From an optimization exercise on the open Yosys and OpenROAD flow, aimed at small area; shortcuts taken in it are not production practice.
In this exercise RTL edits were held to simulation tests only and were not proved equivalent to the original.

==> 05-18: inputs <==
Design vga_display, start of the top module:
module vga_display
#(
	parameter int SCROLL_PERIOD = screen_pkg::SCROLL_PERIOD
) (
	input  logic       CLK_to_DAC,
	input  logic       RST_N,
	input  screen_pkg::coord_t     x,
	input  screen_pkg::coord_t     y,
	input  screen_pkg::key_mask_t  ctrl,
	output logic [7:0] vga_r,
	output logic [7:0] vga_g,
	output logic [7:0] vga_b
);
==> flow/config.mk <==
export PLATFORM = sky130hd
export DESIGN_NAME = vga_display
export DESIGN_NICKNAME = vga_display
export VERILOG_FILES = /design/flow/design.v
export SDC_FILE = /design/flow/constraint.sdc
export NUM_CORES = 4
export LEC_CHECK = 0
export CAP_MARGIN = 20
export CORE_MARGIN = 2
export CORE_UTILIZATION = 40
export SLEW_MARGIN = 20
==> flow/constraint.sdc <==
create_clock -name core_clock -period 12.5 [get_ports {CLK_to_DAC}]
set_input_delay 2.5000 -clock core_clock [delete_from_list [all_inputs] [get_ports {CLK_to_DAC}]]
set_output_delay 2.5000 -clock core_clock [all_outputs]
set_load 0.01 [all_outputs]
standard.sh (not shown) runs the stock make flow with config.mk's settings and CLKGATE_MAP_FILE= SYNTH_SCRIPT=/design/flow/synth_recipe.tcl, a recipe that flattens the netlist after the stock synthesis.
==> flow/flow/run.sh <==
#!/bin/bash
# Standard ORFS layout (the standard.sh) with these changes to how the
# layout is made:
#  - synthesis maps logic with an area-oriented ABC script
#    (flow/abc_area.script) in place of the stock one, on a private copy of
#    the ORFS scripts folder; every other script is used unchanged,
#  - no separate adder mapping (ADDER_MAP_FILE empty), so ABC sees all logic,
#  - clock tree from clkbuf_4 cells in small clusters, without dummy loads,
#  - port buffers use the smallest buffer cell.
# make's output goes to run_standard.log here; ORFS writes each step's full
# log under orfs/logs, and those logs are copied to logs_orfs/ here as well.
set -euo pipefail
W=$(pwd)
rm -rf "$W/scripts_own"
cp -r "$FLOW_HOME/scripts" "$W/scripts_own"
cp "$W/flow/abc_area.script" "$W/scripts_own/abc_area.script"
status=0
bash "$W/standard.sh" \
	SCRIPTS_DIR="$W/scripts_own" \
	ABC_AREA=1 \
	ADDER_MAP_FILE= \
	"CTS_ARGS=-sink_clustering_enable -repair_clock_nets -dont_use_dummy_load -buf_list {sky130_fd_sc_hd__clkbuf_4} -sink_clustering_size 10 -sink_clustering_max_diameter 50" \
	"BUFFER_PORTS_ARGS=-buffer_cell sky130_fd_sc_hd__buf_1" \
	finish > "$W/run_standard.log" 2>&1 || status=$?
mkdir -p "$W/logs_orfs"
cp "$W"/orfs/logs/*/*/*/*.log "$W/logs_orfs/" 2>/dev/null || true
exit $status
==> flow/flow/abc_area.script <==
strash
dc2
&get -n
&dch
&nf -a -R 1000
&put
strash
&get -n
&dch
&nf -a -R 1000
&put
topo
stime -c
==> 05-26: changes against 05-18 <==
--- a/flow/design.v
+++ b/flow/design.v
@@ -235,17 +235,17 @@
 		for (int i = 0; i < 10; i++)
 			r = c[i] ? (~v[i] | r) : (~v[i] & r);
 		if (c > 1023) r = 1'b1;
 		if (c <= 0) r = 1'b0;
 		lt_c10 = r;
 	endfunction
 	localparam logic [4:0] C_BLACK = 5'b0_0000;
-	localparam logic [4:0] C_WHITE = 5'b1_0000;
-	localparam logic [4:0] C_WLIT  = 5'b1_0010;
-	localparam logic [4:0] C_BLIT  = 5'b1_0101;
+	localparam logic [4:0] C_WHITE = 5'b1_0001;
+	localparam logic [4:0] C_WLIT  = 5'b1_0100;
+	localparam logic [4:0] C_BLIT  = 5'b1_1000;
 	logic [QW-1:0] q;          
 	logic [4:0]    ph;
 	logic          stepped;    
 	logic          step;
 	assign step = (q == QW'(QMAX)) && (ph == 5'(RLST));
 	always_ff @(posedge CLK_to_DAC or negedge RST_N) begin
 		if (!RST_N) begin
@@ -272,37 +272,18 @@
 	logic [4:0]  row;
 	logic [5:0]  pd;
 	logic [4:0]  pos;
 	logic [NR:0] psel;         
 	assign pan_x = lt_c(x, 151);
 	assign wf_x  = ~pan_x & lt_c(x, 801);
 	assign bar_x = ~lt_c10({2'b0, x[7:0]}, 31);    
-	function automatic int row_of(input int v);
-		int r;
-		r = (v < 151) ? 0 : (v - 151) / 26;
-		row_of = (r > NR - 1) ? NR - 1 : r;
-	endfunction
-	function automatic int cut_of(input int blk);
-		int c;
-		c = 16;
-		for (int o = 15; o >= 1; o--)
-			if (row_of(16 * blk + o) != row_of(16 * blk)) c = o;
-		cut_of = c;
-	endfunction
-	logic [4:0] rbase, rcut;
 	always_comb begin
-		rbase = '0;
-		rcut  = 5'd16;
-		for (int blk = 0; blk < 64; blk++) begin
-			if (x[9:4] == 6'(blk)) begin
-				rbase = 5'(row_of(16 * blk));
-				rcut  = 5'(cut_of(blk));
-			end
-		end
-		row = rbase + {4'b0, ({1'b0, x[3:0]} >= rcut)};
+		row = '0;
+		for (int i = 1; i < NR; i++)
+			if (!lt_c10(x[9:0], 151 + 26 * i)) row = 5'(i);    
 	end
 	generate
 		if (PM == NR - 1) begin : g_sub
 			assign pd  = {1'b0, ph} - {1'b0, row};
 			assign pos = pd[5] ? 5'(pd + 6'(NR)) : pd[4:0];
 		end else begin : g_gen
 			always_comb begin
@@ -322,40 +303,38 @@
 		for (int k = 0; k < NK; k++) begin
 			logic b;
 			b = psel[NR] & ctrl[k];
 			for (int p = 0; p < NR; p++) b = b | (psel[p] & ring[p][k]);
 			mask[k] = b;
 		end
 	end
-	logic        y_in, yz, y0, top;
-	logic [7:0]  u;
+	logic        y_in, yz;
+	logic [10:0] ym1;
+	logic [7:0]  yh;           
 	logic [4:0]  s;
 	logic        c15;
-	logic [3:0]  rr;           
-	logic [3:0]  jj;           
+	logic [3:0]  r15;          
 	logic [3:0]  j;            
 	logic [14:0] jhot;
 	logic        lo1, lo9, hi20, hi28;
 	assign y_in = lt_c(y, 451);
 	assign yz   = (y[8:0] == '0);
-	assign u    = y[8:1];
-	assign y0   = y[0];
-	assign s    = {1'b0, u[7:4]} + {1'b0, u[3:0]};
+	assign ym1  = {2'b0, y[8:0] - 9'd1};
+	assign yh   = yz ? 8'd0 : ym1[8:1];
+	assign s    = {1'b0, yh[7:4]} + {1'b0, yh[3:0]};
 	assign c15  = s[4] | (s[3:0] == 4'hF);
-	assign rr   = c15 ? s[3:0] + 1'b1 : s[3:0];
-	assign jj   = u[7:4] + {3'b0, c15};
-	assign top  = (rr == 4'd0) & ~y0 & ~yz;
-	assign j    = jj - {3'b0, top};
+	assign r15  = c15 ? s[3:0] + 1'b1 : s[3:0];
+	assign j    = yh[7:4] + {3'b0, c15};
 	always_comb begin
 		for (int i = 0; i < 15; i++) jhot[i] = (j == 4'(i));
 	end
-	assign lo1  = ((rr == 4'd0) & y0) | ((rr == 4'd1) & ~y0);
-	assign lo9  = ((rr >= 4'd1) & (rr <= 4'd4)) | ((rr == 4'd0) & y0) | ((rr == 4'd5) & ~y0);
-	assign hi20 = (rr >= 4'd11) | ((rr == 4'd10) & y0) | top;
-	assign hi28 = ((rr == 4'd14) & y0) | top;
+	assign lo1  = (r15 == 4'd0);
+	assign lo9  = (r15 <= 4'd4);
+	assign hi20 = (r15 >= 4'd10);
+	assign hi28 = (r15 == 4'd14);
 	logic        w_on, b_on, in_bar, sep, gsep;
 	logic [3:0]  kb;           
 	always_comb begin
 		logic bs;
 		w_on = 1'b0;
 		b_on = 1'b0;
 		in_bar = 1'b0;
@@ -370,30 +349,30 @@
 				b_on = b_on | (bs & mask[screen_pkg::WHITE_KEY_IDX(k) + 1]);
 			end else begin
 				gsep = gsep | (jhot[k] & hi28) | (jhot[k+1] & lo1);
 			end
 			sep = sep | (jhot[k] & hi28) | (jhot[k+1] & lo1);
 		end
 	end
-	assign kb = j + {3'b0, hi20};
+	assign kb = hi20 ? j : j - 1'b1;
 	logic [4:0] code_d, code_q;
 	always_comb begin
 		code_d = C_BLACK;
 		if (y_in) begin
 			if (pan_x) begin
 				if (bar_x) begin
 					if (in_bar)       code_d = b_on ? C_BLIT : C_BLACK;
 					else if (gsep)    code_d = C_BLACK;
 					else              code_d = (w_on && !yz) ? C_WLIT : C_WHITE;
 				end else begin
 					if (sep)          code_d = C_BLACK;
 					else              code_d = (w_on && !yz) ? C_WLIT : C_WHITE;
 				end
 			end else if (wf_x && stepped) begin
-				if (in_bar && b_on)   code_d = {1'b1, kb};    
+				if (in_bar && b_on)   code_d = {1'b1, kb};
 				else if (w_on)        code_d = {1'b0, j + 4'd1};
 			end
 		end
 	end
 	always_ff @(posedge CLK_to_DAC or negedge RST_N) begin
 		if (!RST_N) code_q <= C_BLACK;
 		else        code_q <= code_d;
@@ -406,15 +385,15 @@
 			C_WLIT:  rgb = palette_pkg::COL_WHITE_LIT;
 			C_BLIT:  rgb = palette_pkg::COL_BLACK_LIT;
 			default: begin
 				for (int i = 0; i < 15; i++)
 					if (code_q == {1'b0, 4'(i + 1)})
 						rgb = palette_pkg::NOTE_COLOUR(screen_pkg::WHITE_KEY_IDX(i));
 				for (int k = 0; k < 14; k++)
-					if (HAS_BLACK[k] && code_q == {1'b1, 4'(k + 1)})
+					if (HAS_BLACK[k] && code_q == {1'b1, 4'(k)})
 						rgb = palette_pkg::NOTE_COLOUR(screen_pkg::WHITE_KEY_IDX(k) + 1);
 			end
 		endcase
 	end
 	assign vga_r = rgb.r;
 	assign vga_g = rgb.g;
 	assign vga_b = rgb.b;
==> flow/flow/run.sh (replaced) <==
#!/bin/bash
# Standard ORFS layout (the standard.sh) with these changes to how the
# layout is made:
#  - synthesis maps logic with an area-oriented ABC script
#    (flow/abc_area.script) in place of the stock one, on a private copy of
#    the ORFS scripts folder; every other script is used unchanged,
#  - no separate adder mapping (ADDER_MAP_FILE empty), so ABC sees all logic,
#  - clock tree from clkbuf_4 cells in small clusters, without dummy loads,
#  - port buffers use the smallest buffer cell.
# ORFS writes each step's log under orfs/logs; make's output goes to
# run_standard.log here.
set -euo pipefail
W=$(pwd)
rm -rf "$W/scripts_own"
cp -r "$FLOW_HOME/scripts" "$W/scripts_own"
cp "$W/flow/abc_area.script" "$W/scripts_own/abc_area.script"
bash "$W/standard.sh" \
	SCRIPTS_DIR="$W/scripts_own" \
	ABC_AREA=1 \
	ADDER_MAP_FILE= \
	"CTS_ARGS=-sink_clustering_enable -repair_clock_nets -dont_use_dummy_load -buf_list {sky130_fd_sc_hd__clkbuf_4} -sink_clustering_size 10 -sink_clustering_max_diameter 50" \
	"BUFFER_PORTS_ARGS=-buffer_cell sky130_fd_sc_hd__buf_1" \
	finish > "$W/run_standard.log" 2>&1
==> 01-10: changes against 05-18 <==
--- a/flow/design.v
+++ b/flow/design.v
@@ -272,36 +272,85 @@
 	logic [4:0]  row;
 	logic [5:0]  pd;
 	logic [4:0]  pos;
 	logic [NR:0] psel;         
 	assign pan_x = lt_c(x, 151);
 	assign wf_x  = ~pan_x & lt_c(x, 801);
 	assign bar_x = ~lt_c10({2'b0, x[7:0]}, 31);    
-	function automatic int row_of(input int v);
-		int r;
-		r = (v < 151) ? 0 : (v - 151) / 26;
-		row_of = (r > NR - 1) ? NR - 1 : r;
-	endfunction
-	function automatic int cut_of(input int blk);
-		int c;
-		c = 16;
-		for (int o = 15; o >= 1; o--)
-			if (row_of(16 * blk + o) != row_of(16 * blk)) c = o;
-		cut_of = c;
-	endfunction
 	logic [4:0] rbase, rcut;
 	always_comb begin
 		rbase = '0;
 		rcut  = 5'd16;
-		for (int blk = 0; blk < 64; blk++) begin
-			if (x[9:4] == 6'(blk)) begin
-				rbase = 5'(row_of(16 * blk));
-				rcut  = 5'(cut_of(blk));
-			end
-		end
+		case (x[9:4])
+			6'd0: begin rbase = 5'd0; rcut = 5'd16; end
+			6'd1: begin rbase = 5'd0; rcut = 5'd16; end
+			6'd2: begin rbase = 5'd0; rcut = 5'd16; end
+			6'd3: begin rbase = 5'd0; rcut = 5'd16; end
+			6'd4: begin rbase = 5'd0; rcut = 5'd16; end
+			6'd5: begin rbase = 5'd0; rcut = 5'd16; end
+			6'd6: begin rbase = 5'd0; rcut = 5'd16; end
+			6'd7: begin rbase = 5'd0; rcut = 5'd16; end
+			6'd8: begin rbase = 5'd0; rcut = 5'd16; end
+			6'd9: begin rbase = 5'd0; rcut = 5'd16; end
+			6'd10: begin rbase = 5'd0; rcut = 5'd16; end
+			6'd11: begin rbase = 5'd0; rcut = 5'd1; end
+			6'd12: begin rbase = 5'd1; rcut = 5'd11; end
+			6'd13: begin rbase = 5'd2; rcut = 5'd16; end
+			6'd14: begin rbase = 5'd2; rcut = 5'd5; end
+			6'd15: begin rbase = 5'd3; rcut = 5'd15; end
+			6'd16: begin rbase = 5'd4; rcut = 5'd16; end
+			6'd17: begin rbase = 5'd4; rcut = 5'd9; end
+			6'd18: begin rbase = 5'd5; rcut = 5'd16; end
+			6'd19: begin rbase = 5'd5; rcut = 5'd3; end
+			6'd20: begin rbase = 5'd6; rcut = 5'd13; end
+			6'd21: begin rbase = 5'd7; rcut = 5'd16; end
+			6'd22: begin rbase = 5'd7; rcut = 5'd7; end
+			6'd23: begin rbase = 5'd8; rcut = 5'd16; end
+			6'd24: begin rbase = 5'd8; rcut = 5'd1; end
+			6'd25: begin rbase = 5'd9; rcut = 5'd11; end
+			6'd26: begin rbase = 5'd10; rcut = 5'd16; end
+			6'd27: begin rbase = 5'd10; rcut = 5'd5; end
+			6'd28: begin rbase = 5'd11; rcut = 5'd15; end
+			6'd29: begin rbase = 5'd12; rcut = 5'd16; end
+			6'd30: begin rbase = 5'd12; rcut = 5'd9; end
+			6'd31: begin rbase = 5'd13; rcut = 5'd16; end
+			6'd32: begin rbase = 5'd13; rcut = 5'd3; end
+			6'd33: begin rbase = 5'd14; rcut = 5'd13; end
+			6'd34: begin rbase = 5'd15; rcut = 5'd16; end
+			6'd35: begin rbase = 5'd15; rcut = 5'd7; end
+			6'd36: begin rbase = 5'd16; rcut = 5'd16; end
+			6'd37: begin rbase = 5'd16; rcut = 5'd1; end
+			6'd38: begin rbase = 5'd17; rcut = 5'd11; end
+			6'd39: begin rbase = 5'd18; rcut = 5'd16; end
+			6'd40: begin rbase = 5'd18; rcut = 5'd5; end
+			6'd41: begin rbase = 5'd19; rcut = 5'd15; end
+			6'd42: begin rbase = 5'd20; rcut = 5'd16; end
+			6'd43: begin rbase = 5'd20; rcut = 5'd9; end
+			6'd44: begin rbase = 5'd21; rcut = 5'd16; end
+			6'd45: begin rbase = 5'd21; rcut = 5'd3; end
+			6'd46: begin rbase = 5'd22; rcut = 5'd13; end
+			6'd47: begin rbase = 5'd23; rcut = 5'd16; end
+			6'd48: begin rbase = 5'd23; rcut = 5'd7; end
+			6'd49: begin rbase = 5'd24; rcut = 5'd16; end
+			6'd50: begin rbase = 5'd24; rcut = 5'd16; end
+			6'd51: begin rbase = 5'd24; rcut = 5'd16; end
+			6'd52: begin rbase = 5'd24; rcut = 5'd16; end
+			6'd53: begin rbase = 5'd24; rcut = 5'd16; end
+			6'd54: begin rbase = 5'd24; rcut = 5'd16; end
+			6'd55: begin rbase = 5'd24; rcut = 5'd16; end
+			6'd56: begin rbase = 5'd24; rcut = 5'd16; end
+			6'd57: begin rbase = 5'd24; rcut = 5'd16; end
+			6'd58: begin rbase = 5'd24; rcut = 5'd16; end
+			6'd59: begin rbase = 5'd24; rcut = 5'd16; end
+			6'd60: begin rbase = 5'd24; rcut = 5'd16; end
+			6'd61: begin rbase = 5'd24; rcut = 5'd16; end
+			6'd62: begin rbase = 5'd24; rcut = 5'd16; end
+			6'd63: begin rbase = 5'd24; rcut = 5'd16; end
+			default: ;
+		endcase
 		row = rbase + {4'b0, ({1'b0, x[3:0]} >= rcut)};
 	end
 	generate
 		if (PM == NR - 1) begin : g_sub
 			assign pd  = {1'b0, ph} - {1'b0, row};
 			assign pos = pd[5] ? 5'(pd + 6'(NR)) : pd[4:0];
 		end else begin : g_gen
==> flow/flow/run.sh (replaced) <==
#!/bin/bash
# Standard ORFS layout (the standard.sh) with these changes to how the
# layout is made:
#  - synthesis maps logic with an area-oriented ABC script
#    (flow/abc_area.script) in place of the stock one, on a private copy of
#    the ORFS scripts folder; every other script is used unchanged,
#  - no separate adder mapping (ADDER_MAP_FILE empty), so ABC sees all logic,
#  - clock tree from clkbuf_4 cells in small clusters, without dummy loads,
#  - port buffers use the smallest buffer cell.
# ORFS writes each step's log under orfs/logs; make's output goes to
# run_standard.log here.
set -euo pipefail
W=$(pwd)
rm -rf "$W/scripts_own"
cp -r "$FLOW_HOME/scripts" "$W/scripts_own"
cp "$W/flow/abc_area.script" "$W/scripts_own/abc_area.script"
bash "$W/standard.sh" \
	SCRIPTS_DIR="$W/scripts_own" \
	ABC_AREA=1 \
	ADDER_MAP_FILE= \
	"CTS_ARGS=-sink_clustering_enable -repair_clock_nets -dont_use_dummy_load -buf_list {sky130_fd_sc_hd__clkbuf_4} -sink_clustering_size 10 -sink_clustering_max_diameter 50" \
	"BUFFER_PORTS_ARGS=-buffer_cell sky130_fd_sc_hd__buf_1" \
	finish > "$W/run_standard.log" 2>&1
==> notes <==
In final area, 05-26 and 05-18 hardly differ. Non-clock buffer count: 01-10 > 05-26 > 05-18. Worst setup slack, lowest first: 01-10, 05-18, 05-26. Die area, lowest first: 01-10, 05-18, 05-26. First-iteration DRC count: 01-10 > 05-26 > 05-18. Flip-flop and latch count is the same in 05-26 and 05-18.

## afterwards: timing with drivers on the ports
Ports are ideal in the flow. The routed layouts listed here were re-timed in OpenROAD.
Step 1, drivers: a clkbuf_16 drives CLK_to_DAC and a buf_2 each remaining input, both assumed.
Step 2 moves the port delays by t, midway between the first and last clock arrival at a register: inputs arrive t later, outputs are due t later. That takes back most of the time a late clock gives input paths.
a / b / c = ideal / step 1 / step 2; a / b = the first two.
| run | t, ns | setup slack, ns | latest minus earliest clock arrival (ns) |
|---|---|---|---|
| 05-18 | 0.775 | 2.489 / 2.511 / 1.736 | 0.066 / 0.066 |
| 05-26 | 0.789 | 2.926 / 2.948 / 2.159 | 0.095 / 0.094 |
| 01-10 | 0.781 | 1.988 / 2.016 / 1.235 | 0.124 / 0.125 |
After both steps setup and hold are still met in every run listed. The setup slack of 05-26, which loses most, moves by +0.022 ns with the drivers and by -0.767 ns with both steps.
